Context: an optimization exercise on an open-source flow, tuned for small area and a short achievable clock period. The choices shown serve that exercise and are no tape-out recipe.
Only simulation tests tie the RTL to the original design; equivalence was not proved.
Power is estimated from default activity; no workload was simulated.

run 1:
## peak_search_top
module peak_search_top (
   input  wire                      clk,
   input  wire                      i_rst_n,
   input  wire                      i_s_valid,
   output wire                      o_s_ready,
   input  wire sample_pkg::sample_t i_s_i,
   input  wire sample_pkg::sample_t i_s_q,
   input  wire                      i_psel,
   input  wire                      i_penable,
   input  wire                      i_pwrite,
   input  wire logic [8-1:0]  i_paddr,
   input  wire apb_regs_pkg::apb_data_t i_pwdata,
   output wire apb_regs_pkg::apb_data_t o_prdata,
   output wire                      o_pready,
   output wire                      o_pslverr,
   output wire                      o_irq
);
   logic       enable;
   sample_pkg::frame_len_t frame_len;
   logic       res_valid;
   sample_pkg::power_t     peak_power;
   sample_pkg::index_t     peak_index;
   logic       res_busy;
   logic       busy;
   logic       pwr_valid;
   logic       pwr_ready;
   logic [10:0] pwr_xi;
   logic        pwr_si;
   logic [10:0] pwr_xq;
   logic        pwr_sq;
   iq_power power0 (
      .clk     (clk),
      .i_rst_n (i_rst_n),
      .i_valid (i_s_valid),
      .o_ready (o_s_ready),
      .i_i     (i_s_i),
      .i_q     (i_s_q),
      .o_pwr_valid (pwr_valid),
      .i_pwr_ready (pwr_ready),
      .o_xi    (pwr_xi),
      .o_si    (pwr_si),
      .o_xq    (pwr_xq),
      .o_sq    (pwr_sq)
   );
   frame_arg_max search0 (
      .clk           (clk),
      .i_rst_n       (i_rst_n),
      .i_enable      (enable),
      .i_frame_len   (frame_len),
      .i_pwr_valid   (pwr_valid),
      .o_pwr_ready   (pwr_ready),
      .i_xi          (pwr_xi),
      .i_si          (pwr_si),
      .i_xq          (pwr_xq),
      .i_sq          (pwr_sq),
  ...
clock: 7.5 ns
lec_check: 0
cap_margin: 20
core_margin: 2
core_utilization: 60
cts_buf_list: sky130_fd_sc_hd__clkbuf_4 sky130_fd_sc_hd__clkbuf_8
cts_cluster_size: 30
setup_slack_margin: 4.5
slew_margin: 20
standard.sh (not shown) runs the stock make flow with config.mk's settings and CLKGATE_MAP_FILE= SYNTH_SCRIPT=/design/flow/synth_recipe.tcl, a recipe that flattens the netlist after the stock synthesis.
==> flow/flow/run.sh <==
#!/bin/bash
# Own layout flow: the standard synthesis; its combinational logic re-mapped
# by ABC for delay (resyn.sh: flip-flops and their names untouched), checked
# for equivalence with Yosys (flip-flops cut, so a purely combinational
# proof) and used only if proven; then the standard layout with plain
# buffers (buf_1) on the ports.
set -euo pipefail
R=orfs/results/sky130hd/peak_search_top/base
LIB=$FLOW_HOME/platforms/sky130hd/lib/sky130_fd_sc_hd__tt_025C_1v80.lib
bash standard.sh synth > standard_synth.log 2>&1
cp $R/1_2_yosys.v synth_netlist.v
if bash flow/resyn.sh synth_netlist.v resyn_netlist.v $LIB \
   && python3 flow/cutff.py synth_netlist.v eq_gold.v > cutff.log 2>&1 \
   && python3 flow/cutff.py resyn_netlist.v eq_gate.v >> cutff.log 2>&1; then
  cat > eq.ys <<EOS
read_liberty -ignore_miss_func $LIB
read_verilog eq_gold.v
rename $FLOW_TOP gold
read_verilog eq_gate.v
rename $FLOW_TOP gate
flatten
miter -equiv -flatten -make_assert -ignore_gold_x gold gate m
hierarchy -top m
sat -verify -prove-asserts m
EOS
  if yosys -s eq.ys > equiv.log 2>&1; then
    echo "re-mapped netlist proven equivalent, used" > resyn_used.log
    cp resyn_netlist.v $R/1_2_yosys.v
    touch $R/1_2_yosys.v
    rm -f $R/1_synth.odb $R/1_synth.sdc
  else
    echo "equivalence not proven, standard netlist kept" > resyn_used.log
  fi
fi
bash standard.sh BUFFER_PORTS_ARGS="-buffer_cell sky130_fd_sc_hd__buf_1" finish > standard_flow.log 2>&1
==> flow/flow/resyn.sh <==
#!/bin/bash
# resyn.sh IN.v OUT.v LIB : re-maps the combinational logic of a gate netlist
# with ABC (delay-driven mapping, then gate sizing); the flip-flops and tie
# cells stay as they are, with their instance names.
set -euo pipefail
IN=$1; OUT=$2; LIB=$3; D=${RESYN_D:-1500}
DU="-dont_use *probe* -dont_use *lpflow* -dont_use *clkdly* -dont_use *dlygate* -dont_use *dlymetal* -dont_use *ebuf* -dont_use *einv* -dont_use *dlclkp* -dont_use *conb*"
cat > resyn.ys <<EOS
read_liberty -ignore_miss_func $LIB
read_verilog $IN
hierarchy -top $FLOW_TOP
blackbox sky130_fd_sc_hd__dfxtp_1 sky130_fd_sc_hd__edfxtp_1 sky130_fd_sc_hd__conb_1
flatten
opt_clean -purge
abc -liberty $LIB $DU -script "+strash; dch -f; map -D $D; topo; upsize -D $D; dnsize -D $D; stime"
opt_clean -purge
splitnets
opt_clean -purge
insbuf -buf sky130_fd_sc_hd__buf_1 A X
stat -liberty $LIB
write_verilog -noattr -noexpr -nohex -nodec $OUT
EOS
yosys -s resyn.ys > resyn.log 2>&1
Other scripts of this flow, unchanged in this note and not shown: flow/flow/cutff.py
Per the final summary, run 1 finished and its layout is clean on timing, DRC and antenna.
Here is what was changed in the inputs of run 2 compared with run 1.
- SETUP_SLACK_MARGIN changed from 4.5 to 4.0
==> comparison <==
Side by side, wire length of the first global-routing pass turned out lower in run 2 than in run 1. For the sequential share of layout area, run 2 came in 0.97 points higher than run 1 did. Cmp run 1 and run 2 / design area / higher: run 1. Compared with run 1, in run 2 clock period minus worst slack grew by 290 ps, relative area change from synthesis to final layout fell 3.5 points, post-layout instance count excluding filler cells went down, upper clock frequency limit down 9.1%, wire length reported by the detailed router decreased 4.9%. Of run 1 and run 2, run 1 shows the lower met3 usage, with run 2 above it.
Setup changes, run 2 to run 3
- changing SETUP_SLACK_MARGIN from 4.0 to 4.5
-- flow/flow/resyn.sh --
<<< run 2, line 13
flatten
opt_clean -purge
abc -liberty $LIB $DU -script "+strash; dch -f; map -D $D; topo; upsize -D $D; dnsize -D $D; stime"
opt_clean -purge
splitnets
>>> run 3, line 13
flatten
opt_clean -purge
abc -liberty $LIB $DU -script "+strash; &get -n; &st; &dch; &nf -D $D; &put; topo; upsize -D $D; dnsize -D $D; stime"
opt_clean -purge
splitnets
[summary]
The final layouts of run 3 and run 2 pass the timing, DRC and antenna checks.
[compare] base=run 2 new=run 3: placer congestion estimate went down 3.8%, instance count of the mapped netlist went down about 25%.
Diff run 2 -> run 3 | total non-filler cell area in the finished layout | increase of about 1.6%
Cmp run 3 and run 2 / count of multi-input combinational gates / higher: run 2
Looking at post-synthesis area per instance, run 3 sits above run 2.
The largest driver fanout on the critical path reported for run 3 is smaller than that of run 2 by 3.
Cmp run 3 and run 2 / multi-input logic portion of the cell area / higher: run 3

========
Another version of the RTL of peak_search_top (not shown whole).
For scale: roughly 110 I/O pins.
==> flow/design.v (excerpt) <==
module peak_search_top (
   input  wire                      clk,
   input  wire                      i_rst_n,
   input  wire                      i_s_valid,
   output wire                      o_s_ready,
   input  wire sample_pkg::sample_t i_s_i,
   input  wire sample_pkg::sample_t i_s_q,
   input  wire                      i_psel,
   input  wire                      i_penable,
   input  wire                      i_pwrite,
   input  wire logic [8-1:0]  i_paddr,
   input  wire apb_regs_pkg::apb_data_t i_pwdata,
   output wire apb_regs_pkg::apb_data_t o_prdata,
   output wire                      o_pready,
   output wire                      o_pslverr,
   output wire                      o_irq
);
   logic       enable;
   sample_pkg::frame_len_t frame_len;
   logic       res_valid;
   sample_pkg::power_t     peak_power;
   sample_pkg::index_t     peak_index;
   logic       res_busy;
   logic       busy;
   logic       pwr_valid;
   logic       pwr_ready;
   logic [10:0] pwr_xi;
   logic        pwr_si;
   logic [10:0] pwr_xq;
   logic        pwr_sq;
   iq_power power0 (
      .clk     (clk),
      .i_rst_n (i_rst_n),
      .i_valid (i_s_valid),
      .o_ready (o_s_ready),
      .i_i     (i_s_i),
      .i_q     (i_s_q),
      .o_pwr_valid (pwr_valid),
      .i_pwr_ready (pwr_ready),
      .o_xi    (pwr_xi),
      .o_si    (pwr_si),
      .o_xq    (pwr_xq),
      .o_sq    (pwr_sq)
   );
   frame_arg_max search0 (
      .clk           (clk),
      .i_rst_n       (i_rst_n),
      .i_enable      (enable),
      .i_frame_len   (frame_len),
      .i_pwr_valid   (pwr_valid),
      .o_pwr_ready   (pwr_ready),
      .i_xi          (pwr_xi),
      .i_si          (pwr_si),
      .i_xq          (pwr_xq),
      .i_sq          (pwr_sq),
  ...
Settings: LEC_CHECK=0, CAP_MARGIN=20, CORE_MARGIN=2, CORE_UTILIZATION=60, CTS_BUF_LIST=sky130_fd_sc_hd__clkbuf_4 sky130_fd_sc_hd__clkbuf_8, CTS_CLUSTER_SIZE=30, SETUP_SLACK_MARGIN=4.4, SLEW_MARGIN=20; clock period 7.5 ns.
==> flow/flow/run.sh <==
#!/bin/bash
# Own layout flow: the standard synthesis, then an inverter clean-up of its
# netlist (polopt.py: full adders computed on complemented signals where that
# saves inverters, De Morgan swaps of and/or gates), checked for
# equivalence with Yosys (flip-flops cut, so a purely combinational proof);
# then the standard layout with plain buffers (buf_1) on the ports.
set -euo pipefail
R=orfs/results/sky130hd/peak_search_top/base
bash standard.sh synth > standard_synth.log 2>&1
cp $R/1_2_yosys.v synth_netlist.v
if python3 flow/polopt.py synth_netlist.v polopt_netlist.v > polopt.log 2>&1 \
   && python3 flow/cutff.py synth_netlist.v eq_gold.v >> polopt.log 2>&1 \
   && python3 flow/cutff.py polopt_netlist.v eq_gate.v >> polopt.log 2>&1; then
  LIB=$FLOW_HOME/platforms/sky130hd/lib/sky130_fd_sc_hd__tt_025C_1v80.lib
  cat > eq.ys <<EOS
read_liberty -ignore_miss_func $LIB
read_verilog eq_gold.v
rename $FLOW_TOP gold
read_verilog eq_gate.v
rename $FLOW_TOP gate
flatten
miter -equiv -flatten -make_assert -ignore_gold_x gold gate m
hierarchy -top m
sat -verify -prove-asserts m
EOS
  if yosys -s eq.ys > equiv.log 2>&1; then
    echo "netlist clean-up proven equivalent, used" >> polopt.log
    cp polopt_netlist.v $R/1_2_yosys.v
    touch $R/1_2_yosys.v
    rm -f $R/1_synth.odb $R/1_synth.sdc
  else
    echo "equivalence not proven, standard netlist kept" >> polopt.log
  fi
fi
bash standard.sh BUFFER_PORTS_ARGS="-buffer_cell sky130_fd_sc_hd__buf_1" finish > standard_flow.log 2>&1
Other scripts of this flow, unchanged in this note and not shown: flow/flow/cutff.py, flow/flow/polopt.py
==> next run, changes <==
--- a/flow/config.mk
+++ b/flow/config.mk
@@ -13 +13 @@
-export SETUP_SLACK_MARGIN = 4.4
+export SETUP_SLACK_MARGIN = 4.0
After rerunning: Clock power went down by 7.0%. Hold slack gets better by 0.0039 ns. Worst setup slack is worse by 0.091 ns. Die area is unchanged. Via count goes down by 1.4%. Final area fell by 3.0%. Non-clock buffer count went down by 25.
==> next run, changes <==
--- a/flow/config.mk
+++ b/flow/config.mk
@@ -13 +13 @@
-export SETUP_SLACK_MARGIN = 4.0
+export SETUP_SLACK_MARGIN = 4.2
=> The new run completed without violations. Clock power shrinks by a few percent. First-iteration DRC count shrinks by a few percent. Design area grows slightly. Synthesized cell count does not change.

separate check: timing with driven ports:
The results above use ideal ports. As a check the final layouts listed here were re-extracted and re-timed, cells and wires unchanged. Step 1 sets driving cells, clkbuf_16 on the clock port and buf_2 on the other inputs (assumed; they add their load-dependent delay and slew). Step 2 moves the port delays by t, midway between the first and last clock arrival at a register: inputs arrive t later, outputs are due t later. That takes back most of the time a late clock gives input paths. a / b / c = no drivers / after step 1 / after step 2; a / b = the first two.
| run | t, ns | setup slack, ns | hold slack, ns | latest minus earliest clock arrival (ns) | cell pins on the clock port's net |
|---|---|---|---|---|---|
| run 1 | 0.523 | 4.558 / 4.517 / 4.238 | 0.398 / 0.398 / 0.398 | 0.022 / 0.022 | 1 |
| run 2 | 0.506 | 4.265 / 4.225 / 3.935 | 0.375 / 0.375 / 0.375 | 0.021 / 0.021 | 1 |
| run 3 | 0.491 | 4.481 / 4.441 / 4.288 | 0.426 / 0.426 / 0.426 | 0.020 / 0.019 | 1 |
| the first run of note 2 | 0.502 | 4.270 / 4.270 / 4.062 | 0.413 / 0.413 / 0.413 | 0.021 / 0.021 | 1 |
| the second run of note 2 | 0.493 | 4.179 / 4.156 / 4.179 | 0.417 / 0.417 / 0.417 | 0.014 / 0.014 | 1 |
| the third run of note 2 | 0.504 | 4.292 / 4.251 / 4.183 | 0.418 / 0.418 / 0.418 | 0.014 / 0.014 | 1 |
After both steps setup and hold are still met in every run listed. The setup slack of run 2, which loses most, moves by -0.040 ns with the drivers and by -0.330 ns with both steps.
